This design comes from an exercise in tuning for small area on the open sky130 flow, not from production work.
Function was checked by simulation only, so behaviour that the tests miss may differ from the original.
Power is estimated from default activity; no workload was simulated.

[flow/design.v]
package sha256_pkg;
    localparam logic [255:0] IV = 256'h6a09e667_bb67ae85_3c6ef372_a54ff53a_510e527f_9b05688c_1f83d9ab_5be0cd19;
    function automatic logic [31:0] k_twohot(input logic [7:0] lo, input logic [7:0] hi);
        k_twohot[0] = (hi[0] & (lo[1] | lo[2] | lo[3] | lo[4] | lo[5] | lo[7])) |
            (hi[1] & (lo[1] | lo[3] | lo[6])) |
            (hi[2] & (lo[0] | lo[4])) |
            (hi[3] & (lo[1] | lo[3] | lo[4] | lo[5] | lo[6] | lo[7])) |
            (hi[4] & (lo[0] | lo[3] | lo[5] | lo[7])) |
            (hi[5] & (lo[0] | lo[1] | lo[3] | lo[4] | lo[6])) |
            (hi[6] & (lo[3] | lo[4] | lo[6] | lo[7])) |
            (hi[7] & (lo[1] | lo[5] | lo[6]));
        k_twohot[1] = (hi[0] & (lo[2] | lo[4])) |
            (hi[1] & (lo[2] | lo[3] | lo[5] | lo[6])) |
            (hi[2] & (lo[1] | lo[2] | lo[4] | lo[5] | lo[7])) |
            (hi[3] & (lo[0] | lo[3] | lo[4] | lo[5] | lo[7])) |
            (hi[4] & (lo[3] | lo[5] | lo[6])) |
            (hi[5] & (lo[1] | lo[3])) |
            (hi[6] & (lo[0] | lo[4] | lo[5] | lo[6] | lo[7])) |
            (hi[7] & (lo[0] | lo[1] | lo[4] | lo[5] | lo[6] | lo[7]));
        k_twohot[2] = (hi[0] & (lo[2] | lo[3] | lo[6] | lo[7])) |
            (hi[1] & (lo[2] | lo[4] | lo[5] | lo[6] | lo[7])) |
            (hi[2] & (lo[1] | lo[2] | lo[3] | lo[4] | lo[6])) |
            (hi[3] & (lo[1] | lo[3] | lo[5] | lo[7])) |
            (hi[4] & (lo[0] | lo[2] | lo[4] | lo[6] | lo[7])) |
            (hi[5] & (lo[5] | lo[6])) |
            (hi[6] & (lo[0] | lo[2] | lo[3] | lo[6])) |
            (hi[7] & (lo[0] | lo[1] | lo[2] | lo[6]));
        k_twohot[3] = (hi[0] & (lo[0] | lo[2] | lo[4])) |
            (hi[1] & (lo[0] | lo[2] | lo[5])) |
            (hi[2] & (lo[3] | lo[4] | lo[5] | lo[6] | lo[7])) |
            (hi[3] & (lo[1] | lo[2])) |
            (hi[4] & (lo[1] | lo[2] | lo[5] | lo[6])) |
            (hi[5] & (lo[1] | lo[4])) |
            (hi[6] & (lo[1] | lo[2] | lo[5] | lo[6])) |
            (hi[7] & (lo[0] | lo[1] | lo[3] | lo[4] | lo[5]));
        k_twohot[4] = (hi[0] & (lo[0] | lo[1] | lo[4] | lo[5] | lo[7])) |
            (hi[1] & (lo[0] | lo[2] | lo[4] | lo[5] | lo[7])) |
            (hi[2] & (lo[6] | lo[7])) |
            (hi[3] & (lo[0] | lo[4] | lo[6])) |
            (hi[4] & (lo[1] | lo[2] | lo[3] | lo[4] | lo[5])) |
            (hi[5] & (lo[2] | lo[4] | lo[7])) |
            (hi[6] & (lo[0] | lo[3] | lo[4] | lo[7])) |
            (hi[7] & (lo[2] | lo[4] | lo[6] | lo[7]));
        k_twohot[5] = (hi[0] & (lo[3] | lo[5] | lo[6])) |
            (hi[1] & (lo[2] | lo[4] | lo[5] | lo[6] | lo[7])) |
            (hi[2] & (lo[4] | lo[5])) |
            (hi[3] & (lo[1] | lo[4] | lo[7])) |
            (hi[4] & (lo[1] | lo[2] | lo[5] | lo[6])) |
            (hi[5] & (lo[0] | lo[2] | lo[3] | lo[5] | lo[7])) |
            (hi[6] & (lo[3] | lo[4] | lo[7])) |
            (hi[7] & (lo[0] | lo[1] | lo[4] | lo[5] | lo[6] | lo[7]));
        k_twohot[6] = (hi[0] & (lo[2] | lo[4] | lo[5] | lo[7])) |
            (hi[1] & (lo[3] | lo[4] | lo[5] | lo[7])) |
            (hi[2] & (lo[0] | lo[2] | lo[3] | lo[4] | lo[6] | lo[7])) |
            hi[3] |
            (hi[4] & (lo[2] | lo[4])) |
            (hi[5] & (lo[1] | lo[2] | lo[7])) |
            (hi[6] & (lo[2] | lo[5] | lo[6] | lo[7])) |
            (hi[7] & (lo[0] | lo[1] | lo[4] | lo[5] | lo[6] | lo[7]));
        k_twohot[7] = (hi[0] & (lo[0] | lo[1] | lo[2] | lo[3] | lo[5] | lo[6] | lo[7])) |
            (hi[1] & (lo[0] | lo[2] | lo[3] | lo[5] | lo[6])) |
            (hi[2] & (lo[0] | lo[1] | lo[2] | lo[3] | lo[5] | lo[6] | lo[7])) |
            (hi[3] & (lo[2] | lo[3] | lo[4])) |
            (hi[4] & (lo[0] | lo[2] | lo[5] | lo[7])) |
            (hi[5] & (lo[0] | lo[3] | lo[6])) |
            (hi[6] & (lo[3] | lo[4] | lo[7])) |
            (hi[7] & (lo[0] | lo[4] | lo[5] | lo[6] | lo[7]));
        k_twohot[8] = (hi[0] & (lo[0] | lo[2] | lo[3] | lo[5])) |
            (hi[1] & (lo[1] | lo[2] | lo[3] | lo[4] | lo[5] | lo[7])) |
            (hi[2] & (lo[0] | lo[1] | lo[2] | lo[3] | lo[6])) |
            (hi[3] & (lo[0] | lo[2] | lo[3] | lo[4] | lo[5] | lo[6] | lo[7])) |
            (hi[4] & (lo[1] | lo[2] | lo[3] | lo[4] | lo[6])) |
            (hi[5] & (lo[2] | lo[3] | lo[6])) |
            (hi[6] & (lo[0] | lo[2] | lo[7])) |
            (hi[7] & (lo[1] | lo[4] | lo[6]));
        k_twohot[9] = (hi[0] & (lo[0] | lo[2] | lo[3] | lo[4] | lo[6] | lo[7])) |
            (hi[1] & (lo[0] | lo[1] | lo[6])) |
            (hi[2] & (lo[1])) |
            (hi[3] & (lo[1] | lo[2] | lo[3] | lo[4] | lo[6])) |
            (hi[4] & (lo[0] | lo[4] | lo[5])) |
            (hi[5] & (lo[1] | lo[2] | lo[5])) |
            (hi[6] & (lo[2] | lo[5] | lo[6] | lo[7])) |
            (hi[7] & (lo[0] | lo[1] | lo[3] | lo[4] | lo[6]));
        k_twohot[10] = (hi[0] & (lo[0] | lo[1] | lo[7])) |
            (hi[1] & (lo[2] | lo[3] | lo[4] | lo[6])) |
            (hi[2] & (lo[1] | lo[2] | lo[4] | lo[5])) |
            (hi[3] & (lo[1] | lo[2] | lo[3])) |
            (hi[4] & (lo[2] | lo[3] | lo[7])) |
            (hi[5] & (lo[1] | lo[5] | lo[6])) |
            (hi[6] & (lo[1] | lo[2] | lo[3] | lo[4] | lo[7])) |
            (hi[7] & (lo[4] | lo[5]));
        k_twohot[11] = (hi[0] & (lo[0] | lo[2] | lo[3] | lo[7])) |
            (hi[1] & (lo[0] | lo[1] | lo[3] | lo[4])) |
            (hi[2] & (lo[0] | lo[2] | lo[4] | lo[6] | lo[7])) |
            (hi[3] & (lo[3] | lo[4] | lo[7])) |
            (hi[4] & (lo[0] | lo[2] | lo[3] | lo[5] | lo[6] | lo[7])) |
            (hi[5] & (lo[0] | lo[2] | lo[4])) |
            (hi[6] & (lo[1] | lo[3] | lo[4] | lo[5] | lo[6] | lo[7])) |
            (hi[7] & (lo[2] | lo[4] | lo[5] | lo[7]));
        k_twohot[12] = (hi[0] & (lo[2] | lo[3] | lo[5] | lo[7])) |
            (hi[1] & (lo[1] | lo[3] | lo[4] | lo[5] | lo[7])) |
            (hi[2] & (lo[2])) |
            (hi[3] & (lo[0] | lo[3] | lo[5])) |
            (hi[4] & (lo[4])) |
            (hi[5] & (lo[3] | lo[6])) |
            (hi[6] & (lo[2] | lo[3])) |
            (hi[7] & (lo[2] | lo[4] | lo[7]));
        k_twohot[13] = (hi[0] & (lo[0] | lo[2])) |
            (hi[1] & (lo[0] | lo[3] | lo[5] | lo[7])) |
            (hi[2] & (lo[0] | lo[3] | lo[4] | lo[6])) |
            (hi[3] & (lo[2] | lo[3] | lo[6] | lo[7])) |
            (hi[4] & (lo[1] | lo[2] | lo[4] | lo[7])) |
            (hi[5] & (lo[0] | lo[1] | lo[4] | lo[6] | lo[7])) |
            (hi[6] & (lo[1] | lo[2] | lo[3] | lo[5] | lo[7])) |
            (hi[7] & (lo[1] | lo[2] | lo[4] | lo[5] | lo[6] | lo[7]));
        k_twohot[14] = (hi[0] & (lo[1] | lo[2] | lo[3] | lo[4] | lo[7])) |
            (hi[1] & (lo[1] | lo[3] | lo[4] | lo[7])) |
            (hi[2] & (lo[0] | lo[1])) |
            (hi[3] & (lo[0] | lo[1] | lo[3] | lo[6])) |
            (hi[4] & (lo[2] | lo[4] | lo[6])) |
            (hi[5] & (lo[0] | lo[1] | lo[3] | lo[4])) |
            (hi[6] & (lo[0] | lo[1] | lo[2] | lo[6] | lo[7])) |
            (hi[7] & (lo[1] | lo[2] | lo[4] | lo[5] | lo[7]));
        k_twohot[15] = (hi[0] & (lo[2] | lo[3] | lo[4] | lo[6])) |
            (hi[1] & (lo[0] | lo[2] | lo[5] | lo[7])) |
            (hi[2] & (lo[2] | lo[3] | lo[5] | lo[6] | lo[7])) |
            (hi[3] & (lo[1] | lo[5])) |
            (hi[4] & (lo[6])) |
            (hi[5] & (lo[0] | lo[2] | lo[4] | lo[7])) |
            (hi[6] & (lo[0] | lo[3] | lo[5] | lo[6])) |
            (hi[7] & (lo[0] | lo[4] | lo[6]));
        k_twohot[16] = (hi[0] & (lo[1] | lo[3] | lo[5] | lo[6])) |
            (hi[1] & (lo[0] | lo[1] | lo[2] | lo[7])) |
            (hi[2] & (lo[0] | lo[2] | lo[4] | lo[7])) |
            (hi[3] & (lo[1] | lo[2] | lo[3] | lo[5] | lo[7])) |
            (hi[4] & (lo[0] | lo[1])) |
            (hi[5] & (lo[0] | lo[2] | lo[5])) |
            (hi[6] & (lo[1])) |
            (hi[7] & (lo[0] | lo[1] | lo[3] | lo[6] | lo[7]));
        k_twohot[17] = (hi[0] & (lo[0] | lo[1] | lo[4] | lo[6])) |
            (hi[1] & (lo[0] | lo[1] | lo[4] | lo[5] | lo[7])) |
            (hi[2] & (lo[0] | lo[1])) |
            (hi[3] & (lo[0] | lo[2] | lo[5] | lo[6])) |
            (hi[4] & (lo[0] | lo[1] | lo[4] | lo[5] | lo[6] | lo[7])) |
            (hi[5] & (lo[0] | lo[1] | lo[2] | lo[4] | lo[6] | lo[7])) |
            (hi[6] & (lo[1] | lo[7])) |
            (hi[7] & (lo[0] | lo[3] | lo[4]));
        k_twohot[18] = (hi[0] & (lo[1] | lo[3] | lo[4] | lo[6] | lo[7])) |
            (hi[1] & (lo[0] | lo[3] | lo[4] | lo[5] | lo[6])) |
            (hi[2] & (lo[1] | lo[3] | lo[5])) |
            (hi[3] & (lo[0] | lo[5])) |
            (hi[4] & (lo[0] | lo[2])) |
            (hi[5] & (lo[0] | lo[3] | lo[6])) |
            (hi[6] & (lo[0] | lo[1] | lo[4] | lo[6] | lo[7])) |
            (hi[7] & (lo[0] | lo[1] | lo[3] | lo[4]));
        k_twohot[19] = (hi[0] & (lo[0] | lo[6] | lo[7])) |
            (hi[1] & (lo[3] | lo[4] | lo[5] | lo[6] | lo[7])) |
            (hi[2] & (lo[0] | lo[1] | lo[3] | lo[4] | lo[7])) |
            (hi[3] & (lo[0] | lo[3] | lo[6] | lo[7])) |
            (hi[4] & (lo[1] | lo[2] | lo[3] | lo[4] | lo[5])) |
            (hi[5] & (lo[0] | lo[1] | lo[2] | lo[3] | lo[5] | lo[6] | lo[7])) |
            (hi[6] & (lo[2] | lo[4] | lo[5] | lo[6] | lo[7])) |
            (hi[7] & (lo[0] | lo[2] | lo[4] | lo[6]));
        k_twohot[20] = (hi[0] & (lo[1] | lo[3] | lo[4] | lo[5] | lo[6] | lo[7])) |
            (hi[1] & (lo[2] | lo[4] | lo[5] | lo[6] | lo[7])) |
            (hi[2] & (lo[0] | lo[1] | lo[5] | lo[6] | lo[7])) |
            (hi[3] & (lo[0] | lo[1] | lo[3])) |
            (hi[4] & (lo[0] | lo[1] | lo[3] | lo[7])) |
            (hi[5] & (lo[0] | lo[1] | lo[4] | lo[5])) |
            (hi[6] & (lo[1] | lo[3] | lo[4] | lo[5] | lo[6])) |
            (hi[7] & (lo[4] | lo[5] | lo[6] | lo[7]));
        k_twohot[21] = (hi[0] & (lo[1] | lo[3] | lo[5] | lo[6])) |
            (hi[1] & (lo[2] | lo[4])) |
            (hi[2] & (lo[1] | lo[4] | lo[5] | lo[6] | lo[7])) |
            (hi[3] & (lo[0] | lo[1] | lo[4] | lo[5] | lo[7])) |
            (hi[4] & (lo[0] | lo[2] | lo[3] | lo[5] | lo[7])) |
            (hi[5] & (lo[0] | lo[3] | lo[7])) |
            (hi[6] & (lo[0] | lo[1] | lo[3] | lo[7])) |
            (hi[7] & (lo[1] | lo[4] | lo[6] | lo[7]));
        k_twohot[22] = (hi[0] & (lo[2] | lo[4] | lo[5])) |
            (hi[1] & (lo[5] | lo[6])) |
            (hi[2] & (lo[2] | lo[4] | lo[5] | lo[7])) |
            (hi[3] & (lo[3] | lo[4] | lo[6])) |
            (hi[4] & (lo[5] | lo[6] | lo[7])) |
            (hi[5] & (lo[2] | lo[3] | lo[7])) |
            (hi[6] & (lo[2] | lo[5])) |
            (hi[7] & (lo[2] | lo[3] | lo[5] | lo[6] | lo[7]));
        k_twohot[23] = (hi[0] & (lo[0] | lo[2] | lo[3] | lo[5])) |
            (hi[1] & (lo[1] | lo[4] | lo[5] | lo[6] | lo[7])) |
            (hi[2] & (lo[0] | lo[1] | lo[2] | lo[4] | lo[6] | lo[7])) |
            (hi[3] & (lo[4] | lo[5] | lo[6])) |
            (hi[4] & (lo[0] | lo[6])) |
            (hi[5] & (lo[0] | lo[4] | lo[5])) |
            (hi[6] & (lo[0] | lo[3] | lo[5] | lo[6])) |
            (hi[7] & (lo[0] | lo[1] | lo[2] | lo[3] | lo[4] | lo[6]));
        k_twohot[24] = (hi[0] & (lo[1] | lo[2] | lo[3] | lo[4] | lo[5] | lo[7])) |
            (hi[1] & (lo[3] | lo[6] | lo[7])) |
            (hi[2] & (lo[1] | lo[2] | lo[4])) |
            (hi[3] & (lo[3] | lo[5])) |
            (hi[4] & (lo[0] | lo[2] | lo[3] | lo[4] | lo[6])) |
            (hi[5] & (lo[3] | lo[4])) |
            (hi[6] & (lo[0] | lo[2] | lo[4] | lo[6]));
        k_twohot[25] = (hi[0] & (lo[0] | lo[6] | lo[7])) |
            (hi[1] & (lo[1] | lo[4] | lo[6])) |
            (hi[2] & (lo[1] | lo[2] | lo[5] | lo[7])) |
            (hi[3] & (lo[3] | lo[4] | lo[6])) |
            (hi[4] & (lo[0] | lo[1] | lo[3] | lo[5] | lo[7])) |
            (hi[5] & (lo[0] | lo[2] | lo[3] | lo[5])) |
            (hi[6] & (lo[1] | lo[2] | lo[5] | lo[6])) |
            (hi[7] & (lo[6] | lo[7]));
        k_twohot[26] = (hi[0] & (lo[2])) |
            (hi[1] & (lo[2] | lo[3])) |
            (hi[2] & (lo[0] | lo[1] | lo[2] | lo[3] | lo[4] | lo[6] | lo[7])) |
            (hi[3] & (lo[3] | lo[4] | lo[5] | lo[6] | lo[7])) |
            (hi[4] & (lo[0] | lo[1] | lo[2] | lo[4] | lo[5])) |
            (hi[5] & (lo[3] | lo[5] | lo[6])) |
            (hi[6] & (lo[1] | lo[2] | lo[3] | lo[5])) |
            (hi[7] & (lo[0] | lo[2] | lo[3] | lo[5] | lo[6] | lo[7]));
        k_twohot[27] = (hi[0] & (lo[3] | lo[4] | lo[5] | lo[7])) |
            (hi[1] & (lo[0] | lo[6])) |
            (hi[2] & (lo[1] | lo[2] | lo[4] | lo[5] | lo[6])) |
            (hi[3] & (lo[0] | lo[1] | lo[3])) |
            (hi[4] & (lo[1] | lo[2])) |
            (hi[5] & (lo[1])) |
            (hi[6] & (lo[0] | lo[1] | lo[4] | lo[5] | lo[6] | lo[7])) |
            (hi[7] & (lo[1] | lo[3] | lo[6]));
        k_twohot[28] = (hi[0] & (lo[1] | lo[2] | lo[4] | lo[5] | lo[6])) |
            (hi[1] & (lo[0] | lo[1] | lo[3] | lo[4] | lo[6])) |
            (hi[2] & (lo[6] | lo[7])) |
            (hi[3] & (lo[0] | lo[2] | lo[3] | lo[5] | lo[7])) |
            (hi[4] & (lo[3] | lo[5] | lo[7])) |
            (hi[5] & (lo[4] | lo[5] | lo[6] | lo[7])) |
            (hi[6] & (lo[0] | lo[1] | lo[3] | lo[4] | lo[6])) |
            (hi[7] & (lo[0] | lo[1] | lo[4] | lo[6]));
        k_twohot[29] = (hi[0] & (lo[1] | lo[2] | lo[3] | lo[4] | lo[7])) |
            (hi[1] & (lo[2] | lo[4])) |
            (hi[2] & (lo[0] | lo[1] | lo[3] | lo[4] | lo[7])) |
            (hi[3] & (lo[1] | lo[2] | lo[3])) |
            (hi[4] & (lo[0] | lo[1] | lo[4] | lo[5])) |
            (hi[5] & (lo[0] | lo[1] | lo[6])) |
            (hi[6] & (lo[2] | lo[3] | lo[4] | lo[7])) |
            (hi[7] & (lo[0] | lo[1] | lo[5] | lo[6]));
        k_twohot[30] = (hi[0] & (lo[0] | lo[1] | lo[3] | lo[5])) |
            (hi[1] & (lo[0] | lo[3] | lo[4] | lo[7])) |
            (hi[2] & (lo[0] | lo[1] | lo[5] | lo[6] | lo[7])) |
            (hi[3] & (lo[4] | lo[5])) |
            (hi[4] & (lo[2] | lo[3] | lo[4] | lo[5])) |
            (hi[5] & (lo[2] | lo[3] | lo[4] | lo[5] | lo[6])) |
            (hi[6] & (lo[5] | lo[6] | lo[7])) |
            (hi[7] & (lo[0] | lo[1] | lo[7]));
        k_twohot[31] = (hi[0] & (lo[2] | lo[3] | lo[6] | lo[7])) |
            (hi[1] & (lo[0] | lo[5] | lo[6] | lo[7])) |
            (hi[2] & (lo[0] | lo[1])) |
            (hi[3] & (lo[0] | lo[1] | lo[2] | lo[3] | lo[4] | lo[5])) |
            (hi[4] & (lo[6] | lo[7])) |
            (hi[5] & (lo[0] | lo[1] | lo[2] | lo[3] | lo[4] | lo[5] | lo[6])) |
            (hi[7] & (lo[2] | lo[3] | lo[4] | lo[5] | lo[6] | lo[7]));
    endfunction
    function automatic logic [31:0] big_sigma0(input logic [31:0] x);
        big_sigma0 = {x[1:0], x[31:2]} ^ {x[12:0], x[31:13]} ^ {x[21:0], x[31:22]};
    endfunction
    function automatic logic [31:0] big_sigma1(input logic [31:0] x);
        big_sigma1 = {x[5:0], x[31:6]} ^ {x[10:0], x[31:11]} ^ {x[24:0], x[31:25]};
    endfunction
    function automatic logic [31:0] ch(input logic [31:0] x, input logic [31:0] y,
                                       input logic [31:0] z);
        ch = (x & y) | (~x & z);
    endfunction
    function automatic logic [31:0] maj(input logic [31:0] x, input logic [31:0] y,
                                        input logic [31:0] z);
        maj = (x & y) | (x & z) | (y & z);
    endfunction
    function automatic logic [63:0] csa(input logic [31:0] x, input logic [31:0] y,
                                        input logic [31:0] z);
        logic [31:0] s;
        logic [31:0] c;
        s = x ^ y ^ z;
        c = (x & y) | (x & z) | (y & z);
        csa = {s, c[30:0], 1'b0};
    endfunction
    function automatic logic [31:0] add_bk(input logic [31:0] x, input logic [31:0] y);
        logic [31:0] p;
        logic [31:0] gg;
        logic [31:0] pp;
        p  = x ^ y;
        gg = x & y;
        pp = p;
        for (int d = 1; d < 32; d = d * 2) begin
            for (int i = 2 * d - 1; i < 32; i = i + 2 * d) begin
                gg[i] = gg[i] | (pp[i] & gg[i - d]);
                pp[i] = pp[i] & pp[i - d];
            end
        end
        for (int d = 8; d >= 1; d = d / 2) begin
            for (int i = 3 * d - 1; i < 32; i = i + 2 * d) begin
                gg[i] = gg[i] | (pp[i] & gg[i - d]);
                pp[i] = pp[i] & pp[i - d];
            end
        end
        add_bk = p ^ {gg[30:0], 1'b0};
    endfunction
endpackage
module sha256_round_comb
(
    input  logic [31:0] a,
    input  logic [31:0] b,
    input  logic [31:0] c,
    input  logic [31:0] d,
    input  logic [31:0] e,
    input  logic [31:0] f,
    input  logic [31:0] g,
    input  logic [31:0] h,
    input  logic [31:0] k_t,
    input  logic [31:0] w_t,
    output logic [31:0] a_n,
    output logic [31:0] e_n
);
    logic [63:0] r1, r2, r3, re, ra1, ra2;
    assign r1  = sha256_pkg::csa(h, sha256_pkg::big_sigma1(e), sha256_pkg::ch(e, f, g));
    assign r2  = sha256_pkg::csa(r1[63:32], r1[31:0], k_t);
    assign r3  = sha256_pkg::csa(r2[63:32], r2[31:0], w_t);
    assign re  = sha256_pkg::csa(r3[63:32], r3[31:0], d);
    assign ra1 = sha256_pkg::csa(r3[63:32], r3[31:0], sha256_pkg::big_sigma0(a));
    assign ra2 = sha256_pkg::csa(ra1[63:32], ra1[31:0], sha256_pkg::maj(a, b, c));
    assign e_n = sha256_pkg::add_bk(re[63:32], re[31:0]);
    assign a_n = sha256_pkg::add_bk(ra2[63:32], ra2[31:0]);
endmodule
module sha256_add_ci
#(
    parameter int B = 11
) (
    input  logic [31:0] x,
    input  logic [31:0] y,
    output logic [31:0] s
);
    always_comb begin
        logic [31:0] s0;
        logic        c;
        logic        cb;
        logic        pp;
        cb = 1'b0;
        for (int lo = 0; lo < 32; lo = lo + B) begin
            c = 1'b0;
            for (int i = lo; i < lo + B && i < 32; i++) begin
                s0[i] = x[i] ^ y[i] ^ c;
                c     = (x[i] & y[i]) | (x[i] & c) | (y[i] & c);
            end
            pp = 1'b1;
            for (int i = lo; i < lo + B && i < 32; i++) begin
                s[i] = s0[i] ^ (cb & pp);
                pp   = pp & s0[i];
            end
            cb = c | (cb & pp);
        end
    end
endmodule
module sha256_main_round
(
    input  logic         clk,
    input  logic         reset_n,
    input  logic         msg_init,
    input  logic         w_vld,
    input  logic [5:0]   w_cnt,
    input  logic [31:0]  Wt,
    output logic         busy,
    output logic         blk_done,
    output logic         seq_err,
    output logic [255:0] digest
);
    logic         st_round;    
    logic         st_update;   
    logic [7:0]   cnt_lo;      
    logic [7:0]   cnt_hi;      
    logic         hvld;
    logic [255:0] hreg;
    logic [255:0] work;
    logic         accept;
    logic         last;
    logic [255:0] hcur;
    logic [255:0] hsum;
    logic [255:0] src;
    logic [31:0]  a_n, e_n;
    assign accept = w_vld && !msg_init && !st_update && cnt_lo[w_cnt[2:0]] && cnt_hi[w_cnt[5:3]];
    assign last   = accept && cnt_lo[7] && cnt_hi[7];
    assign hcur = hvld ? hreg : sha256_pkg::IV;
    assign src  = (st_round || st_update) ? work : hcur;
    for (genvar i = 0; i < 8; i++) begin : g_hadd
        sha256_add_ci #(.B(11)) u_add (
            .x (hcur[32*i +: 32]),
            .y (work[32*i +: 32] & {32{st_update}}),
            .s (hsum[32*i +: 32])
        );
    end
    sha256_round_comb u_round (
        .a   (src[255:224]),
        .b   (src[223:192]),
        .c   (src[191:160]),
        .d   (src[159:128]),
        .e   (src[127:96]),
        .f   (src[95:64]),
        .g   (src[63:32]),
        .h   (src[31:0]),
        .k_t (sha256_pkg::k_twohot(cnt_lo, cnt_hi)),
        .w_t (Wt),
        .a_n (a_n),
        .e_n (e_n)
    );
    always_ff @(posedge clk or negedge reset_n) begin
        if (!reset_n) begin
            st_round  <= 1'b0;
            st_update <= 1'b0;
            cnt_lo    <= 8'd1;
            cnt_hi    <= 8'd1;
            hvld      <= 1'b0;
            blk_done  <= 1'b0;
            seq_err   <= 1'b0;
        end else begin
            st_round  <= !msg_init && (st_round ? !last : accept);
            st_update <= !msg_init && last;
            blk_done  <= last;
            hvld      <= !msg_init;
            if (msg_init) begin
                cnt_lo  <= 8'd1;
                cnt_hi  <= 8'd1;
                seq_err <= 1'b0;
            end else begin
                if (accept) begin   
                    cnt_lo <= {cnt_lo[6:0], cnt_lo[7]};
                    if (cnt_lo[7]) cnt_hi <= {cnt_hi[6:0], cnt_hi[7]};
                end
                if (w_vld && !accept) seq_err <= 1'b1;
            end
        end
    end
    always_ff @(posedge clk) begin
        hreg <= hsum;
        if (accept) work <= {a_n, src[255:160], e_n, src[127:32]};
    end
    assign busy   = st_round || st_update;
    assign digest = hcur;
endmodule
[flow/flow/fixinv.py]
#!/usr/bin/env python3
"""Polarity clean-up of a flat, mapped Yosys netlist (sky130hd cells).

Yosys's extract_fa leaves many inverters on the inputs and outputs of the
full-adder cells it places. This pass removes most of them by choosing a
polarity for each cell:
  * a full adder is self-dual, fa(~a, ~b, ~c) = (~sum, ~cout), so the same
    cell can take all its inputs complemented and give complemented outputs;
  * a simple gate can be swapped for its complement with the same pins
    (nand2 <-> and2, a21oi <-> a21o, xor2 <-> xnor2, mux2i <-> mux2, ...),
    which complements its output at a known change of area.
It minimises 3.75 um2 per needed inverter plus the area change of swapped
gates (simulated annealing, then a greedy pass), and then rebuilds the
inverters: one inv_1 per source net that some load needs complemented.
Registers, ports and cells that drive ports keep their polarity.

usage: fixinv.py IN.v OUT.v
"""
import math
import random
import re
import sys
from collections import defaultdict

P = "sky130_fd_sc_hd__"
LIB = "/OpenROAD-flow-scripts/flow/platforms/sky130hd/lib/sky130_fd_sc_hd__tt_025C_1v80.lib"
OUT_PINS = {"X", "Y", "Q", "Q_N", "SUM", "COUT", "HI", "LO"}
INV_AREA = 3.7536

lib = open(LIB).read()
AREA = {m.group(1): float(m.group(2)) for m in re.finditer(
    r'cell\s*\(\s*"?(sky130_fd_sc_hd__\w+)"?\s*\)\s*\{.*?area\s*:\s*([\d.]+)', lib, re.S)}

COMP = {"nand2": "and2", "nor2": "or2", "nand3": "and3", "nor3": "or3", "nand4": "and4",
        "nor4": "or4", "a21oi": "a21o", "o21ai": "o21a", "a22oi": "a22o", "o22ai": "o22a",
        "a211oi": "a211o", "o211ai": "o211a", "a31oi": "a31o", "o31ai": "o31a",
        "a32oi": "a32o", "o32ai": "o32a", "a221oi": "a221o", "o221ai": "o221a",
        "xor2": "xnor2", "mux2i": "mux2", "nand2b": "and2b", "nor2b": "or2b",
        "a21boi": "a21bo", "o21bai": "o21ba", "xor3": "xnor3", "a2bb2oi": "a2bb2o",
        "o2bb2ai": "o2bb2a", "a311oi": "a311o", "o311ai": "o311a", "a2111oi": "a2111o",
        "o2111ai": "o2111a", "a41oi": "a41o", "o41ai": "o41a", "nand4b": "and4b",
        "nor4b": "or4b", "nand3b": "and3b", "nor3b": "or3b"}
COMP.update({v: k for k, v in list(COMP.items())})


def out_pin_of(cell):
    i = lib.index('cell ("' + cell + '")')
    j = lib.find('\n    cell (', i + 10)
    names = re.findall(r'\n\s+pin\s*\(\s*"?(\w+)"?\s*\)', lib[i:j if j > 0 else len(lib)])
    outs = [p for p in names if p in ("X", "Y")]
    assert len(outs) == 1, cell
    return outs[0]


def comp_cell(t):
    m = re.match(P + r"(\w+?)_(\d+)$", t)
    if not m or m.group(1) not in COMP:
        return None
    for sz in (m.group(2), "1", "2", "0"):
        c = P + COMP[m.group(1)] + "_" + sz
        if c in AREA:
            return c
    return None


src = open(sys.argv[1]).read()
m = re.search(r"^module\s+(\w+)\s*\((.*?)\);", src, re.S | re.M)
body_start = m.end()
endm = src.rindex("endmodule")

ports = {}
for d, w, names in re.findall(r"^\s*(input|output)\s+(\[\d+:\d+\])?\s*([^;]+);", src, re.M):
    for n in names.split(","):
        ports[n.strip()] = (d, w)
port_nets = set()
for n, (d, w) in ports.items():
    if not w:
        port_nets.add(n)
    else:
        hi, lo = map(int, w[1:-1].split(":"))
        port_nets.update(f"{n}[{i}]" for i in range(min(hi, lo), max(hi, lo) + 1))

cell_re = re.compile(r"^\s*(" + P + r"\w+)\s+(\S+)\s*\((.*?)\);\s*$", re.S | re.M)
pin_re = re.compile(r"\.(\w+)\(\s*(.*?)\s*\)\s*(?:,|$)", re.S)
text = src[body_start:endm]
cells = []
other = []
pos = 0
for cm in cell_re.finditer(text):
    other.append(text[pos:cm.start()])
    pos = cm.end()
    cells.append([cm.group(1), cm.group(2), {p: n.strip() for p, n in pin_re.findall(cm.group(3))}])
other.append(text[pos:])
if any(re.search(r"\bassign\b", o) for o in other):
    sys.exit("fixinv: netlist has assign statements; not handled")
assert all(not o.strip() for o in other[1:]), "text between cells"

driver = {}
for i, (t, name, pins) in enumerate(cells):
    for p, n in pins.items():
        if p in OUT_PINS and n:
            driver[n] = (i, p)

is_inv = [t.startswith(P + "inv_") for t, _, _ in cells]
removable = [is_inv[i] and cells[i][2].get("Y") not in port_nets and bool(cells[i][2].get("A"))
             for i in range(len(cells))]


def trace(net):
    par = 0
    for _ in range(100):
        d = driver.get(net)
        if d is None or not removable[d[0]]:
            return net, par
        net = cells[d[0]][2]["A"]
        par ^= 1
    sys.exit("fixinv: inverter loop")


loads = []  # (cell, pin, root, parity)
for i, (t, name, pins) in enumerate(cells):
    if removable[i]:
        continue
    for p, n in pins.items():
        if p in OUT_PINS or not n or n.startswith("1'"):
            continue
        r, par = trace(n)
        loads.append((i, p, r, par))

# variables: fa cells (flip inputs and outputs) and complementable gates
var_kind = {}
var_delta = {}
comp_to = {}
for i, (t, name, pins) in enumerate(cells):
    if removable[i]:
        continue
    outs = [n for p, n in pins.items() if p in OUT_PINS]
    if any(n in port_nets for n in outs):
        continue
    if t.startswith(P + "fa_"):
        var_kind[i] = "fa"
        var_delta[i] = 0.0
    elif t.startswith(P + "inv_") or t.startswith(P + "buf_"):
        continue
    else:
        c = comp_cell(t)
        op = [p for p in pins if p in OUT_PINS]
        if c and len(op) == 1 and op[0] in ("X", "Y"):
            var_kind[i] = "gate"
            var_delta[i] = AREA[c] - AREA[t]
            comp_to[i] = c
f = defaultdict(int)


def phys(r):
    d = driver.get(r)
    if d is None or d[0] not in var_kind:
        return 0
    return f[d[0]]


by_root = defaultdict(list)
for k, (i, p, r, par) in enumerate(loads):
    by_root[r].append(k)
touch = defaultdict(set)
for k, (i, p, r, par) in enumerate(loads):
    if var_kind.get(i) == "fa":
        touch[i].add(r)
for i in var_kind:
    for p, n in cells[i][2].items():
        if p in OUT_PINS and n:
            touch[i].add(n)


def root_cost(r):
    ph = phys(r)
    for k in by_root.get(r, ()):
        i, p, _, par = loads[k]
        fc = f[i] if var_kind.get(i) == "fa" else 0
        if par ^ fc ^ ph:
            return INV_AREA
    return 0.0


def var_cost(i):
    return sum(root_cost(r) for r in touch[i]) + (var_delta[i] if f[i] else 0.0)


before = sum(1 for x in removable if x)
vars_ = sorted(var_kind)
rng = random.Random(1)
cur = sum(root_cost(r) for r in by_root)
best = cur
best_f = dict(f)
n_iter = 300 * max(1, len(vars_))
for step in range(n_iter):
    T = 2.0 * (1 - step / n_iter) + 0.05
    i = vars_[rng.randrange(len(vars_))]
    old = var_cost(i)
    f[i] ^= 1
    d = var_cost(i) - old
    if d <= 0 or rng.random() < math.exp(-d / T):
        cur += d
        if cur < best - 1e-9:
            best = cur
            best_f = dict(f)
    else:
        f[i] ^= 1
f = defaultdict(int, best_f)
improved = True
while improved:
    improved = False
    for i in vars_:
        old = var_cost(i)
        f[i] ^= 1
        if var_cost(i) < old - 1e-9:
            improved = True
        else:
            f[i] ^= 1

# rebuild
keep = [i for i in range(len(cells)) if not removable[i]]
idx = {i: j for j, i in enumerate(keep)}
new_cells = [[cells[i][0], cells[i][1], dict(cells[i][2])] for i in keep]
n_swap = 0
for i in keep:
    if var_kind.get(i) == "gate" and f[i]:
        c = new_cells[idx[i]]
        old_op = [p for p in c[2] if p in OUT_PINS][0]
        c[0] = comp_to[i]
        c[2][out_pin_of(comp_to[i])] = c[2].pop(old_op)
        n_swap += 1
new_wires = []
inv_of = {}


def inv_net(r):
    if r not in inv_of:
        k = len(inv_of) + 1
        w = f"_fixinv_{k}_"
        new_wires.append(w)
        new_cells.append([P + "inv_1", f"_fixinv_c{k}_", {"A": r, "Y": w}])
        inv_of[r] = w
    return inv_of[r]


for (i, p, r, par) in loads:
    fc = f[i] if var_kind.get(i) == "fa" else 0
    new_cells[idx[i]][2][p] = inv_net(r) if par ^ fc ^ phys(r) else r

nflip = sum(1 for i in var_kind if var_kind[i] == "fa" and f[i])
sys.stderr.write(f"fixinv: {before} removable inverters -> {len(inv_of)}; flipped {nflip} fa cells;"
                 f" swapped {n_swap} gates for their complements\n")

out = [src[:body_start], other[0]]
out += [f"  wire {w};\n" for w in new_wires]
for t, name, pins in new_cells:
    pl = ",\n".join(f"    .{p}({n} )" for p, n in pins.items())
    out.append(f"  {t} {name} (\n{pl}\n  );\n")
out.append("\nendmodule\n")
open(sys.argv[2], "w").write("".join(out))
[flow/constraint.sdc]
create_clock -name core_clock -period 8.0 [get_ports {clk}]
set_input_delay 1.6000 -clock core_clock [delete_from_list [all_inputs] [get_ports {clk}]]
set_output_delay 1.6000 -clock core_clock [all_outputs]
set_load 0.01 [all_outputs]
[flow/flow/run.sh]
#!/bin/bash
# Own layout flow: the standard flow with these changes.
#  1. After the standard synthesis, flow/fixinv.py cleans up polarity: it
#     removes inverters around full-adder cells (a full adder is self-dual, so
#     a cell can take all its inputs and give all its outputs complemented) and
#     swaps gates for their complements (nand2 <-> and2, ...) where that saves
#     area. Registers are untouched.
#  2. Port buffers are the smallest buffer, sky130_fd_sc_hd__buf_1.
# Each tool's output goes to a log of its own in this folder.
set -euo pipefail
R=orfs/results/${FLOW_PLATFORM}/sha256_main_round/base
bash standard.sh "$PWD/$R/1_2_yosys.v" > synth.log 2>&1
cp "$R/1_2_yosys.v" 1_2_yosys.orig.v
python3 flow/fixinv.py 1_2_yosys.orig.v "$R/1_2_yosys.v" > fixinv.log 2>&1
bash standard.sh "BUFFER_PORTS_ARGS=-buffer_cell sky130_fd_sc_hd__buf_1" finish > layout.log 2>&1
[flow/standard.sh]
#!/bin/bash
# synth_recipe.tcl (not shown) runs the flow's synth.tcl, then flattens the netlist and writes it again
# the make line also repeats each setting of config.mk as NAME=value (left out here)
make -C /OpenROAD-flow-scripts/flow DESIGN_CONFIG=/design/flow/config.mk WORK_HOME=/design/flow/orfs CLKGATE_MAP_FILE= SYNTH_SCRIPT=/design/flow/synth_recipe.tcl "${@:-finish}"
[flow/config.mk]
export PLATFORM = sky130hd
export DESIGN_NAME = sha256_main_round
export DESIGN_NICKNAME = sha256_main_round
export VERILOG_FILES = /design/flow/design.v
export SDC_FILE = /design/flow/constraint.sdc
export NUM_CORES = 4
export LEC_CHECK = 0
export CAP_MARGIN = 20
export CORE_MARGIN = 2
export CORE_UTILIZATION = 72
export CTS_CLUSTER_DIAMETER = 90
export CTS_CLUSTER_SIZE = 22
export GPL_TIMING_DRIVEN = 0
export SETUP_SLACK_MARGIN = 0.15
export SLEW_MARGIN = 20
==> flow_summary.ini, run 1 <==
[status]
status = stopped before the end
stop_stage = global routing (5_1_grt)
tool.error = [ERROR GRT-0232] Routing congestion too high. Check the congestion heatmap in the GUI.

[global_routing]
grt_max_degree = 97
grt_usage_pct = 80.94
antenna_found_initial = 39
overflow = 109

[synthesis]
avgSynthCellArea_um2 = 10.70
synth_area_um2 = 38360
syn-instance-count = 3586
synth-warning-count = 3
syn_nets = 4166

[die]
fp.dieH_um = 234.8
chipWidth_um = 234.8
start_util_pct = 72.85
rows = 84
boundaryPins = 301

[clock_network]
cts_root_buffer = clkbuf_16
h-tree-depth = 1
clockBufferDepth = 3
numCtsBuffers = 30

[placement]
place_congestion = 1.134
dp_hpwl_um = 120300
io_buffers = 299

[sta]
endpoint_type = register input
crit_endpoint = work[255]$_DFFE_PP_/D
==> metal layers <==
layer  track usage (%)  GRT overflow
met2             92.06            52
met3             72.47            12
met5             54.98             0
met4             72.96            41
met1             82.50             4
==> worst min-delay path by stage <==
stage,start,to,slack [ns],depth (start not counted)
after floorplan,st_round$_DFF_PN0_,st_round$_DFF_PN0_,0.45,1
after global placement,st_round$_DFF_PN0_,st_round$_DFF_PN0_,0.47,1
after detailed placement,st_round$_DFF_PN0_,st_round$_DFF_PN0_,0.50,1
after CTS,seq_err$_DFFE_PN0P_,seq_err$_DFFE_PN0P_,0.53,2
==> power by group through the flow <==
stage / Sequential (mW) / Clock, mW / Combinational (mW)
4_1_cts: 2.89 / 1.73 / 0.796
3_5_place_dp: 2.95 / 0 / 0.737
3_3_place_gp: 2.95 / 0 / 0.706
2_1_floorplan: 2.95 / 0 / 0.473
==> through the flow <==
stage               cell area, um^2  std cells  util [%]  TNS [ns]  worst slack, ns
global placement              40340       4573     76.62   -151.00           -2.594
floorplan                     38360       3586         -         0           0.2947
detailed placement            40420       4575     76.77   -140.70           -2.734
CTS                           42540       4656     80.78         0          0.01824
==> timing repair <==
action / CTS
setup endpoints to repair: 186
hold buffers: 0
pin swaps: 27
resized for setup: 305
buffers inserted: 25
==> run 2: changes to the inputs <==
--- a/flow/config.mk
+++ b/flow/config.mk
@@ -12,3 +12,3 @@
 export CTS_CLUSTER_SIZE = 22
-export GPL_TIMING_DRIVEN = 0
+export PLACE_DENSITY = 0.75
 export SETUP_SLACK_MARGIN = 0.15
==> flow_summary.ini, run 2 <==
[sta]
report.final.slew_viol_count = 0
setup_ws_ns = 0.1394
fin_crit_ns = 7.861
finalCritPeriodShare_pct = 98.26
hold_violations = 0
fin_skew_ns = 0.03602
whs_ns = 0.5213
setup_viol = 0
setup_tns_ns = 0
fmax_mhz = 127.2
rsz0062_at_grt = true
tightest_slew_ns = 1.197
slew_headroom_pct = 20.21

[drt]
drc_errors = 0
num_vias = 30720
viasPerCell = 6.667
ant_nets = 0
drt_first_pass_iters = 11
drt_iter0_drc = 4423
wl_per_cell_um = 29.06
totalWireLength_um = 133900

[clock_network]
cts_tree = yes
clockBufferDepth = 3
cts_hold_buf = 0
cts.clk_slew.worst_paths_ns = 0.10
cts_sinks = 533
numCtsBuffers = 30
h-tree-depth = 1
cts_root_buffer = clkbuf_16
clock_latency_ns = 0.67

[global_routing]
grt_first_pass_wirelength_um = 195800
overflow = 0
antenna_found_initial = 8
grt_usage_pct = 48.00
grt_max_degree = 155
grt_pass1_vias = 30590

[placement]
dp.cells = 4545
placed_cell_area_um2 = 40860
io_buffers = 300
place_congestion = 1.127
dp_hpwl_um = 103500
pre_cts_ws_ns = -0.09912

[setup_path]
r2r_end = work[255]$_DFFE_PP_
cpMostUsedCell = fa_1
crit_type = register to register
rr_worst_depth = 27
crit_path_top_delay_cell = fa_1
start_kind = register
crit_fanout = 24
required_ns = 8.41
endpoint_kind = register
arrival_ns = 8.27
r2r_start = st_update$_DFF_PN0_
slowest_delay_ns = 0.55
regToRegSetupSlack_ns = 0.14

[final_layout]
reg.largest.list = hreg (256), work (256)
fin_util_pct = 79.75
final_common_cell = fa_1
layout_common_cells = fa_1, nand2_1, inv_1
areaGrowthSynthToFinish_pct = 9.475
final_nets = 4474
final_layout_size_suffix_gt1_share_pct = 7.529
final_cell_area_um2 = 42000
final_cells = 4608

[die]
chipWidth_um = 234.8
start_util_pct = 72.85
dieArea_um2 = 55140
core_um2 = 52660
boundaryPins = 301
rows = 84
fp.dieH_um = 234.8

[synthesis]
syn-instance-count = 3586
synth-warning-count = 3
syn_nets = 4166
synth_area_um2 = 38360
avgSynthCellArea_um2 = 10.70

[run]
max_cap_viol_count = 0

[status]
status = complete, no violations

[pwr]
powerDensity_nw_per_um2 = 130.8
leakagePower_nw = 17.23
ir_drop_v = 0.0001947
totalPowerFinal_mw = 5.495

[hold_path]
holdPathEnd = seq_err$_DFFE_PN0P_
hp-start = seq_err$_DFFE_PN0P_
hold_class = register to register
min_path_cells = 2
==> run 2: metal layers <==
metal  track usage (%)  part of all wire [%]  vias up
met1             63.71                    35    14980
met4             23.11                   6.4       12
met3             18.21                    16      604
met2             69.90                    43     2732
li1                  -                     -    12390
met5             1.126                  0.11        -
==> run 2: critical path: cells and delay by family (launching register included) <==
family / cells / cell delay [ns]
AOI/OAI and AO/OA: 5 / 1.00
xor gates and xnor gates: 6 / 1.25
buffers and inverters: 4 / 0.70
and+or+nand+nor: 5 / 1.06
DFF: 1 / 0.50
adders and majority gates: 7 / 3.07
==> run 2: area by class of cell <==
cell class	instances	area (um^2)
timing repair buffer	440	2349
tap	688	860.8
antenna	2	5.005
fill	3030	10660
multi-input combinational	2566	23260
sequential	533	13350
clock inverter	8	96.34
clock buffer	48	860.8
inverter	323	1217
==> run 2: how the worst max path moves through the flow <==
stage	end	cells after the start	start
final	work[255]$_DFFE_PP_	27	st_update$_DFF_PN0_
after global routing	work[255]$_DFFE_PP_	27	st_update$_DFF_PN0_
after CTS	work[255]$_DFFE_PP_	26	st_update$_DFF_PN0_
after detailed placement	work[255]$_DFFE_PP_	24	st_update$_DFF_PN0_
after global placement	work[255]$_DFFE_PP_	24	st_update$_DFF_PN0_
after floorplan	work[255]$_DFFE_PP_	24	st_update$_DFF_PN0_
==> run 2: where the power goes <==
part	leakage, nW	switching [mW]	total (mW)	internal, mW
Combinational	12.0	0.504	0.838	0.334
Sequential	4.74	0.00308	2.89	2.88
Clock	0.461	1.01	1.77	0.763
==> run 2: what timing repair did <==
item	4_1_cts	5_1_grt
pin swaps	0	1
gates cloned	1	1
buffers inserted	1	2
resized for setup	6	13
endpoints found under the setup margin	1	6
==> run 3: changes to the inputs <==
--- a/flow/config.mk
+++ b/flow/config.mk
@@ -12,3 +12,2 @@
 export CTS_CLUSTER_SIZE = 22
-export PLACE_DENSITY = 0.75
 export SETUP_SLACK_MARGIN = 0.15
==> flow_summary.ini, run 3 <==
[final_layout]
reg.largest.list = hreg (256), work (256)
areaGrowthSynthToFinish_pct = 9.475
num-fill-cells = 3030
final_nets = 4474
fin_util_pct = 79.75
layout_common_cells = fa_1, nand2_1, inv_1
final_layout_size_suffix_gt1_share_pct = 7.529
regArea_um2 = 13350
final_common_cell = fa_1
multi_input_area_um2 = 23260

[pwr]
switchingPower_mw = 1.513
clockPowerShare_pct = 32.2
p_seq_share_pct = 52.6
swShare_pct = 27.53
ir_drop_v = 0.0001947
leakagePower_nw = 17.23
power.internal_mw = 3.982
totalPowerFinal_mw = 5.495
powerDensity_nw_per_um2 = 130.8
combPwrFrac_pct = 15.3

[setup_path]
endpoint_kind = register
slowest_delay_ns = 0.55
crit_family = adder cells
arrival_ns = 8.27
crit_type = register to register
cpMostUsedCell = fa_1
worst-path-buf-inv = 4
crit_fanout = 24
crit_path_top_delay_cell = fa_1
start_kind = register
required_ns = 8.41

[drt]
routed-wl-met3_um = 21360
routed.top_layer = met5
totalWireLength_um = 133900
wl_met2_um = 57410
ant_nets = 0
drc_errors = 0
viasPerCell = 6.667
drt_first_pass_iters = 11
drt_iter0_drc = 4423
num_vias = 30720
m1WireLength_um = 46420
wl_per_cell_um = 29.06

[synthesis]
synth_area_um2 = 38360
syn-instance-count = 3586
synth-warning-count = 3
syn_nets = 4166
avgSynthCellArea_um2 = 10.70

[die]
rows = 84
dieArea_um2 = 55140
start_util_pct = 72.85
chipWidth_um = 234.8
core_um2 = 52660
boundaryPins = 301
fp.dieH_um = 234.8

[clock_network]
cts_root_buffer = clkbuf_16
numCtsBuffers = 30
cts_tree = yes
clockBufferDepth = 3
cts_hold_buf = 0
cts.clk_slew.worst_paths_ns = 0.10
clock_latency_ns = 0.67
cts_sinks = 533
h-tree-depth = 1

[global_routing]
antenna_found_initial = 8
grt_first_pass_wirelength_um = 195800
grt_max_degree = 155
grt_pass1_vias = 30590
overflow = 0
grt_usage_pct = 48.00

[run]
max_cap_viol_count = 0

[placement]
place_congestion = 1.127
dp_hpwl_um = 103500
io_buffers = 300

[hold_path]
hold_class = register to register

[sta]
report.final.slew_viol_count = 0
fmax_mhz = 127.2
fin_crit_ns = 7.861
finalCritPeriodShare_pct = 98.26
fin_skew_ns = 0.03602
tightest_slew_ns = 1.197
slew_headroom_pct = 20.21
setup_tns_ns = 0
whs_ns = 0.5213
setup_viol = 0
hold_violations = 0
rsz0062_at_grt = true

[status]
status = complete, no violations
run 3: layout make-up:
cell class                      count  area share (%)
Inverter                          323           2.899
Tap cell                          688           2.050
Antenna cell                        2         0.01192
Clock buffer                       48           2.050
Clock inverter                      8          0.2294
Sequential cell                   533           31.78
Timing Repair Buffer              440           5.592
Multi-Input combinational cell   2566           55.38
run 3: final timing paths:
kind	slack, ns	cells after the start	startpoint	to
setup / recovery	0.14	27	st_update$_DFF_PN0_	work[255]$_DFFE_PP_
hold / removal	0.52	2	seq_err$_DFFE_PN0P_	seq_err$_DFFE_PN0P_
setup reg to reg	0.14	27	st_update$_DFF_PN0_	work[255]$_DFFE_PP_
hold reg to reg	0.52	2	seq_err$_DFFE_PN0P_	seq_err$_DFFE_PN0P_
max in group asynchronous	6.70	1	reset_n	st_update$_DFF_PN0_
min in group asynchronous	0.91	1	reset_n	blk_done$_DFF_PN0_
run 3: repair_timing:
item | 4_1_cts | 5_1_grt
cloned | 1 | 1
setup buffers | 1 | 2
pin swaps | 0 | 1
setup endpoints to repair | 1 | 6
gates resized for setup | 6 | 13
run 3: power by group through the flow:
stage	registers [mW]	logic, mW	clock network, mW
2_1_floorplan	2.95	0.473	0
3_3_place_gp	2.95	0.765	0
3_5_place_dp	2.95	0.775	0
4_1_cts	2.89	0.799	1.75
5_1_grt	2.89	0.887	1.83
6_report	2.89	0.838	1.77
run 3: worst register-to-register path, stage by stage (launching register included):
cell and delay (ns):
dfrtp_4 0.50, nor2_4 0.13, buf_12 0.21, inv_6 0.14, buf_12 0.19, nor2_1 0.25, a21oi_2 0.09, buf_4 0.18
xor2_2 0.21, xor2_1 0.25, fa_2 0.54, fa_1 0.53, fa_1 0.47, fa_1 0.55, fa_1 0.43, ha_1 0.32
nand2_1 0.08, or3_1 0.41, a211oi_2 0.26, nand2b_1 0.21, a211oi_2 0.10, o31a_1 0.32, o21ai_1 0.23, fa_1 0.23
xnor2_1 0.14, xnor2_1 0.16, xnor2_1 0.16, xnor3_1 0.33
run 3: stage by stage:
step	cells	cell area [um^2]	worst slack, ns
after floorplan	3586	38360	0.2947
after global placement	4545	40860	-0.06907
after detailed placement	4545	40860	-0.09912
after CTS	4603	41890	0.2023
after global routing	4606	41990	-0.009027
final	4608	42000	0.1394
run 3: metal layers:
metal	vias to the layer above	GRT usage, %
li1	12390	-
met1	14980	63.71
met2	2732	69.90
met3	604	18.21
met4	12	23.11
met5	-	1.126
==> run 4: changes to the inputs <==
--- a/flow/config.mk
+++ b/flow/config.mk
@@ -7,3 +7,3 @@
 export LEC_CHECK = 0
-export CAP_MARGIN = 20
+export CAP_MARGIN = 10
 export CORE_MARGIN = 2
@@ -13,2 +13,2 @@
 export SETUP_SLACK_MARGIN = 0.15
-export SLEW_MARGIN = 20
+export SLEW_MARGIN = 10
==> flow_summary.ini, run 4 <==
[status]
status = complete, no violations

[clock_network]
clockBufferDepth = 3
h-tree-depth = 1
cts_root_buffer = clkbuf_16
cts_tree = yes
numCtsBuffers = 30
cts_sinks = 533
clock_latency_ns = 0.67
cts.clk_slew.worst_paths_ns = 0.10
cts_hold_buf = 0

[die]
rows = 84
dieArea_um2 = 55140
core_um2 = 52660
fp.dieH_um = 234.8
boundaryPins = 301
chipWidth_um = 234.8
start_util_pct = 72.85

[final_layout]
final_nets = 4474
layout_common_cells = fa_1, nand2_1, inv_1
final_layout_size_suffix_gt1_share_pct = 7.529
num-fill-cells = 3030
reg.largest.list = hreg (256), work (256)
areaGrowthSynthToFinish_pct = 9.475
final_common_cell = fa_1
final_cells = 4608
fin_util_pct = 79.75

[hold_path]
hold_class = register to register
holdPathEnd = seq_err$_DFFE_PN0P_
hp-start = seq_err$_DFFE_PN0P_
min_path_cells = 2

[setup_path]
slowest_delay_ns = 0.55
cpMostUsedCell = fa_1
arrival_ns = 8.27
endpoint_kind = register
worst-path-buf-inv = 4
r2r_start = st_update$_DFF_PN0_
required_ns = 8.41
crit_family = adder cells
rr_worst_depth = 27
worst-path-stages = 27
crit_type = register to register
r2r_end = work[255]$_DFFE_PP_
crit_path_top_delay_cell = fa_1
regToRegSetupSlack_ns = 0.14
start_kind = register
crit_fanout = 24

[sta]
setup_tns_ns = 0
whs_ns = 0.5213
report.final.slew_viol_count = 0
setup_ws_ns = 0.1394
fmax_mhz = 127.2
fin_crit_ns = 7.861
rsz0062_at_grt = true
tightest_slew_ns = 1.197
setup_viol = 0
hold_violations = 0
fin_skew_ns = 0.03602
slew_headroom_pct = 20.21
finalCritPeriodShare_pct = 98.26

[synthesis]
synth-warning-count = 3
avgSynthCellArea_um2 = 10.70
synth_area_um2 = 38360
syn-instance-count = 3586
syn_nets = 4166

[drt]
drt_first_pass_iters = 11
drt_iter0_drc = 4423
viasPerCell = 6.667
ant_nets = 0
wl_per_cell_um = 29.06
drc_errors = 0
num_vias = 30720
totalWireLength_um = 133900

[placement]
dp_hpwl_um = 103500
io_buffers = 300
pre_cts_ws_ns = -0.09912
dp.cells = 4545
place_congestion = 1.127

[pwr]
powerDensity_nw_per_um2 = 130.8
ir_drop_v = 0.0001947
leakagePower_nw = 17.23

[global_routing]
grt_first_pass_wirelength_um = 195800
overflow = 0
grt_max_degree = 155
grt_usage_pct = 48.00
antenna_found_initial = 8
grt_pass1_vias = 30590

[run]
max_cap_viol_count = 0
## run 4: cell counts in the layout (fill, tap and decap cells not counted)
Identical to the previous run, type by type.
## run 4: worst register-to-register path, stage by stage (launching register included)
cell	delay [ns]
dfrtp_4	0.50
nor2_4	0.13
buf_12	0.21
inv_6	0.14
buf_12	0.19
nor2_1	0.25
a21oi_2	0.09
buf_4	0.18
xor2_2	0.21
xor2_1	0.25
fa_2	0.54
fa_1	0.53
fa_1	0.47
fa_1	0.55
fa_1	0.43
ha_1	0.32
nand2_1	0.08
or3_1	0.41
a211oi_2	0.26
nand2b_1	0.21
a211oi_2	0.10
o31a_1	0.32
o21ai_1	0.23
fa_1	0.23
xnor2_1	0.14
xnor2_1	0.16
xnor2_1	0.16
xnor3_1	0.33
## run 4: timing repair
item                       CTS  global route
cloned                       1             1
setup endpoints to repair    1             6
pin swaps                    0             1
setup buffers                1             2
resized for setup            6            13
## run 4: power by group
| group | internal [mW] | switching, mW | leakage, nW |
|---|---|---|---|
| registers | 2.88 | 0.00308 | 4.74 |
| logic | 0.334 | 0.504 | 12.0 |
| clock network | 0.763 | 1.01 | 0.461 |
| total | 3.98 | 1.51 | 17.2 |
## run 4: worst max-delay path by stage
stage	from	end	slack, ns
finish	st_update$_DFF_PN0_	work[255]$_DFFE_PP_	0.14
CTS	st_update$_DFF_PN0_	work[255]$_DFFE_PP_	0.20
global route	st_update$_DFF_PN0_	work[255]$_DFFE_PP_	-0.009
detailed placement	st_update$_DFF_PN0_	work[255]$_DFFE_PP_	-0.1
floorplan	st_update$_DFF_PN0_	work[255]$_DFFE_PP_	0.29
global placement	st_update$_DFF_PN0_	work[255]$_DFFE_PP_	-0.07
## run 4: area by class of cell
class / instances / area, um^2 / area share (%)
multi-input cells: 2566 / 23260 / 55.38
repair buffers: 440 / 2349 / 5.592
diodes: 2 / 5.005 / 0.01192
inverters: 323 / 1217 / 2.899
well taps: 688 / 860.8 / 2.050
clock buffers: 48 / 860.8 / 2.050
clock inverters: 8 / 96.34 / 0.2294
flip-flops and latches: 533 / 13350 / 31.78
## run 4: through the flow
stage               power (mW)  area [um^2]
floorplan                3.422        38360
global placement         3.716        40860
detailed placement       3.726        40860
CTS                      5.433        41890
global route             5.604        41990
finish                   5.495        42000
## run 4: routing by layer
metal / vias to the layer above / share of wire [%] / global-route usage (%)
li1: 12390 / - / -
met4: 12 / 6.4 / 23.11
met5: - / 0.11 / 1.126
met3: 604 / 16 / 18.21
met1: 14980 / 35 / 63.71
met2: 2732 / 43 / 69.90
==> run 5: changes to the inputs <==
==> flow/config.mk (replaced) <==
export PLATFORM = sky130hd
export DESIGN_NAME = sha256_main_round
export DESIGN_NICKNAME = sha256_main_round
export VERILOG_FILES = /design/flow/design.v
export SDC_FILE = /design/flow/constraint.sdc
export NUM_CORES = 4
export LEC_CHECK = 0
export CAP_MARGIN = 20
export CORE_MARGIN = 2
export CORE_UTILIZATION = 65
export CTS_BUF_LIST = sky130_fd_sc_hd__clkbuf_8
export CTS_CLUSTER_DIAMETER = 70
export CTS_CLUSTER_SIZE = 14
export SETUP_SLACK_MARGIN = 0.05
export SLEW_MARGIN = 20
==> flow_summary.ini, run 5 <==
[setup_path]
cpMostUsedCell = fa_1
arrival_ns = 8.24
r2r_start = st_update$_DFF_PN0_
crit_family = adder cells
crit_type = register to register
regToRegSetupSlack_ns = 0.18
start_kind = register
crit_path_top_delay_cell = fa_1
slowest_delay_ns = 0.63
endpoint_kind = register
cp-startpoint = st_update$_DFF_PN0_
rr_worst_depth = 27
r2r_end = work[255]$_DFFE_PP_
crit_fanout = 23
worst-path-buf-inv = 6
required_ns = 8.42
worst-path-stages = 27
endpoint = work[255]$_DFFE_PP_

[die]
dieArea_um2 = 60970
start_util_pct = 65.37
chipWidth_um = 246.9
rows = 89
core_um2 = 58690
boundaryPins = 301
fp.dieH_um = 246.9

[pwr]
leakagePower_nw = 17.44
ir_drop_v = 0.0001745
powerDensity_nw_per_um2 = 128.8

[drt]
num_vias = 29600
drt_first_pass_iters = 9
wl_met2_um = 55180
wl_per_cell_um = 27.38
drt_iter0_drc = 3732
viasPerCell = 6.230
routed-wl-met3_um = 18650
routed.top_layer = met5
m1WireLength_um = 50300
totalWireLength_um = 130100
drc_errors = 0
ant_nets = 0

[sta]
finalCritPeriodShare_pct = 97.78
tightest_slew_ns = 1.195
fin_crit_ns = 7.822
fin_skew_ns = 0.06062
setup_ws_ns = 0.1778
setup_viol = 0
slew_headroom_pct = 20.30
hold_violations = 0
report.final.slew_viol_count = 0
rsz0062_at_grt = true
fmax_mhz = 127.8

[clock_network]
cts_hold_buf = 0
clockBufferDepth = 3
clock_latency_ns = 0.72
cts_sinks = 533
cts_root_buffer = clkbuf_8
cts.clk_slew.worst_paths_ns = 0.11
cts_tree = yes
numCtsBuffers = 47
h-tree-depth = 2

[status]
status = complete, no violations

[placement]
io_buffers = 300
placed_cell_area_um2 = 41110
pre_cts_ws_ns = -0.1125
dp.cells = 4654
place_congestion = 1.048
dp_hpwl_um = 104000

[final_layout]
final_common_cell = fa_1
final_cells = 4751
final_nets = 4516
final_cell_area_um2 = 42280
reg.largest.list = hreg (256), work (256)
layout_common_cells = fa_1, nand2_1, inv_1
areaGrowthSynthToFinish_pct = 10.23
multi_input_area_um2 = 23290
num-fill-cells = 4138
regArea_um2 = 13350
final_layout_size_suffix_gt1_share_pct = 8.780

[global_routing]
grt_first_pass_wirelength_um = 189200
antenna_found_initial = 7
grt_pass1_vias = 29410
grt_usage_pct = 42.81
grt_max_degree = 144
overflow = 0

[synthesis]
syn-instance-count = 3586
synth-warning-count = 3
synth_area_um2 = 38360
avgSynthCellArea_um2 = 10.70
syn_nets = 4166

[hold_path]
hold_class = register to register

[run]
max_cap_viol_count = 0
## run 5: area by class of cell
| type | instances | area share (%) |
|---|---|---|
| Multi-Input combinational cell | 2566 | 55.09 |
| Sequential cell | 533 | 31.57 |
| Timing Repair Buffer | 465 | 5.921 |
| Inverter | 323 | 2.879 |
| Tap cell | 773 | 2.287 |
| Clock buffer | 51 | 1.660 |
| Clock inverter | 37 | 0.5800 |
| Antenna cell | 3 | 0.01775 |
## run 5: worst min path at each step
| stage | from | to | slack [ns] | cells past startpoint |
|---|---|---|---|---|
| floorplan | st_round$_DFF_PN0_ | st_round$_DFF_PN0_ | 0.45 | 1 |
| global placement | seq_err$_DFFE_PN0P_ | seq_err$_DFFE_PN0P_ | 0.48 | 2 |
| detailed placement | st_round$_DFF_PN0_ | st_round$_DFF_PN0_ | 0.51 | 1 |
| CTS | st_round$_DFF_PN0_ | st_round$_DFF_PN0_ | 0.52 | 1 |
| global route | st_round$_DFF_PN0_ | st_round$_DFF_PN0_ | 0.57 | 1 |
| finish | st_round$_DFF_PN0_ | st_round$_DFF_PN0_ | 0.53 | 1 |
## run 5: metal layers
layer	vias up	global-route usage (%)
li1	12490	-
met1	14780	59.75
met2	1977	61.78
met3	351	15.01
met4	8	15.98
met5	-	0
## run 5: through the flow
| stage | setup TNS [ns] | power, mW | hold WS, ns | utilization [%] |
|---|---|---|---|---|
| 6_report | 0 | 5.445 | 0.5290 | 72.05 |
| 5_1_grt | -0.005824 | 5.588 | 0.5651 | 72.04 |
| 4_1_cts | 0 | 5.416 | 0.5217 | 71.75 |
| 3_5_place_dp | -0.1125 | 3.757 | 0.5099 | 70.06 |
| 3_3_place_gp | -0.08766 | 3.752 | 0.4788 | 70.06 |
| 2_1_floorplan | 0 | 3.422 | 0.4544 | - |
## run 5: where the power goes
part           switching (mW)  leakage [nW]  total, mW  internal, mW
combinational           0.513          12.1      0.860         0.347
clock                    1.03         0.581       1.70         0.670
sequential            0.00386          4.74       2.89          2.88
total                    1.54          17.4       5.44          3.90
## run 5: timing repair
| action | 4_1_cts | 5_1_grt |
|---|---|---|
| setup endpoints to repair | 1 | 13 |
| gates cloned | 0 | 1 |
| setup buffers | 2 | 3 |
| hold endpoints to repair | 0 | 0 |
| pin swaps | 1 | 1 |
| resized for setup | 3 | 30 |
## run 5: worst register-to-register path, stage by stage, from the launching register on
cell	delay (ns)
dfrtp_4	0.52
nor2_4	0.12
buf_12	0.17
inv_6	0.12
buf_6	0.19
a21oi_1	0.22
buf_4	0.21
inv_1	0.21
xnor2_2	0.22
fa_1	0.53
fa_1	0.43
fa_1	0.63
fa_1	0.48
fa_1	0.46
ha_1	0.31
a21o_1	0.20
nand4_1	0.18
a211oi_2	0.10
nand2b_1	0.16
a211oi_2	0.29
buf_4	0.18
o31a_1	0.19
o21ai_1	0.12
fa_1	0.44
xnor2_1	0.19
xnor2_1	0.16
xnor2_1	0.17
xnor3_1	0.33
==> run 6: changes to the inputs <==
--- a/flow/config.mk
+++ b/flow/config.mk
@@ -9,3 +9,3 @@
 export CORE_MARGIN = 2
-export CORE_UTILIZATION = 65
+export CORE_UTILIZATION = 76
 export CTS_BUF_LIST = sky130_fd_sc_hd__clkbuf_8
@@ -13,3 +13,3 @@
 export CTS_CLUSTER_SIZE = 14
-export SETUP_SLACK_MARGIN = 0.05
+export SETUP_SLACK_MARGIN = 0.15
 export SLEW_MARGIN = 20
==> flow_summary.ini, run 6 <==
[setup_path]
endpoint = work[255]$_DFFE_PP_
cp-startpoint = st_update$_DFF_PN0_
regToRegSetupSlack_ns = -0.02
r2r_end = work[255]$_DFFE_PP_
required_ns = 8.43
rr_worst_depth = 24
crit_type = register to register
start_kind = register
endpoint_kind = register
crit_fanout = 22
r2r_start = st_update$_DFF_PN0_
arrival_ns = 8.45

[clock_network]
cts_root_buffer = clkbuf_8
cts_sinks = 533
numCtsBuffers = 45
h-tree-depth = 2
clock_latency_ns = 0.71
cts_hold_buf = 0
cts_tree = yes
cts.clk_slew.worst_paths_ns = 0.10
clockBufferDepth = 3

[drt]
totalWireLength_um = 133400
drt_first_pass_iters = 9
drc_errors = 0
wl_per_cell_um = 28.87
ant_nets = 0
viasPerCell = 6.721
drt_iter0_drc = 5344
num_vias = 31060

[placement]
dp.cells = 4513
io_buffers = 300
placed_cell_area_um2 = 40670
dp_hpwl_um = 103200
pre_cts_ws_ns = -0.01994
place_congestion = 1.123

[die]
rows = 82
dieArea_um2 = 52290
boundaryPins = 301
start_util_pct = 76.77
fp.dieH_um = 228.7
core_um2 = 49970
chipWidth_um = 228.7

[global_routing]
grt_pass1_vias = 30880
grt_usage_pct = 50.35
grt_max_degree = 161
grt_first_pass_wirelength_um = 193300
antenna_found_initial = 10
overflow = 0

[sta]
fmax_mhz = 124.6
setup_viol = 1
fin_crit_ns = 8.024
setup_ws_ns = -0.02427
whs_ns = 0.5306
tightest_slew_ns = 1.171
fin_skew_ns = 0.04011
rsz0062_at_grt = true
finalCritPeriodShare_pct = 100.3
hold_violations = 0
slew_headroom_pct = 21.96
report.final.slew_viol_count = 0

[pwr]
leakagePower_nw = 17.24
clockPowerShare_pct = 29.3
p_seq_share_pct = 54.7
swShare_pct = 28.61
combPwrFrac_pct = 16.0
power.internal_mw = 3.769
ir_drop_v = 0.0001326
powerDensity_nw_per_um2 = 126.1
totalPowerFinal_mw = 5.279
switchingPower_mw = 1.510

[final_layout]
final_layout_size_suffix_gt1_share_pct = 8.071
layout_common_cells = fa_1, nand2_1, inv_1
final_common_cell = fa_1
num-fill-cells = 2629
reg.largest.list = hreg (256), work (256)
final_cells = 4621
areaGrowthSynthToFinish_pct = 9.100
final_nets = 4484
final_cell_area_um2 = 41850

[synthesis]
synth_area_um2 = 38360
syn-instance-count = 3586
avgSynthCellArea_um2 = 10.70
syn_nets = 4166
synth-warning-count = 3

[hold_path]
min_path_cells = 2
hold_class = register to register

[status]
so_faults = setup timing
status = failed layout checks

[run]
max_cap_viol_count = 0
-- run 6: timing repair --
action | in CTS | in global routing
cloned | 0 | 3
setup endpoints to repair | 4 | 29
endpoints found under the hold margin | 0 | 0
gates resized for setup | 5 | 44
pin swaps | 1 | 7
setup buffers | 0 | 13
-- run 6: power groups by stage --
stage	Combinational, mW	Clock [mW]	Sequential [mW]
after floorplan	0.473	0	2.95
after global placement	0.730	0	2.95
after detailed placement	0.761	0	2.95
after CTS	0.779	1.52	2.89
after global routing	0.887	1.61	2.89
final	0.846	1.54	2.89
-- run 6: area by class of cell --
type	instances	area (um^2)	area share, %
clock inverter	37	177.7	0.4245
timing repair inverter	1	8.758	0.02093
sequential	533	13350	31.89
timing repair buffer	434	2276	5.438
clock buffer	46	633.1	1.513
antenna	9	22.52	0.05381
inverter	323	1225	2.927
tap	672	840.8	2.009
multi-input combinational	2566	23320	55.72
-- run 6: critical path, cell delays in order (launching register included) --
cell and delay, ns:
dfrtp_4 0.53, nor2_4 0.22, buf_12 0.15, clkinv_8 0.12, buf_4 0.22, nand2_1 0.10
o21ai_0 0.18, mux2_1 0.47, fa_1 0.72, fa_1 0.49, fa_1 0.69, fa_1 0.49
fa_1 0.52, ha_1 0.24, a21o_1 0.19, a21oi_1 0.25, o21ai_0 0.19, nor3_1 0.21
o31a_1 0.24, o21ai_2 0.11, fa_1 0.48, xnor2_2 0.17, xnor2_1 0.21, xnor2_1 0.17
xnor3_1 0.35
-- run 6: layer usage --
layer  vias to the layer above  track usage, %  share of wire, %
met4                        10           23.84               6.7
met2                      2978           73.59                43
met3                       692           20.93                17
met5                         -           1.563              0.13
li1                      12420               -                 -
met1                     14970           65.56                33
-- run 6: how the worst min path moves through the flow --
stage | slack, ns | to | startpoint
floorplan | 0.45 | st_round$_DFF_PN0_ | st_round$_DFF_PN0_
global placement | 0.48 | seq_err$_DFFE_PN0P_ | seq_err$_DFFE_PN0P_
detailed placement | 0.51 | seq_err$_DFFE_PN0P_ | seq_err$_DFFE_PN0P_
CTS | 0.53 | seq_err$_DFFE_PN0P_ | seq_err$_DFFE_PN0P_
global route | 0.55 | seq_err$_DFFE_PN0P_ | seq_err$_DFFE_PN0P_
finish | 0.53 | seq_err$_DFFE_PN0P_ | seq_err$_DFFE_PN0P_
-- run 6: metrics by stage --
stage / setup TNS [ns] / utilization, %
floorplan: 0 / -
global placement: 0 / 81.40
detailed placement: -0.01994 / 81.40
CTS: 0 / 83.05
global route: -0.01327 / 83.72
finish: -0.02427 / 83.76

Re-timed with assumed drivers on the ports (clkbuf_16 on the clock, buf_2 on other inputs), run 6 has -0.024 ns of setup slack against -0.024 ns with ideal ports, and -0.024 ns once port delays also move by the mid clock arrival of 0.753 ns.
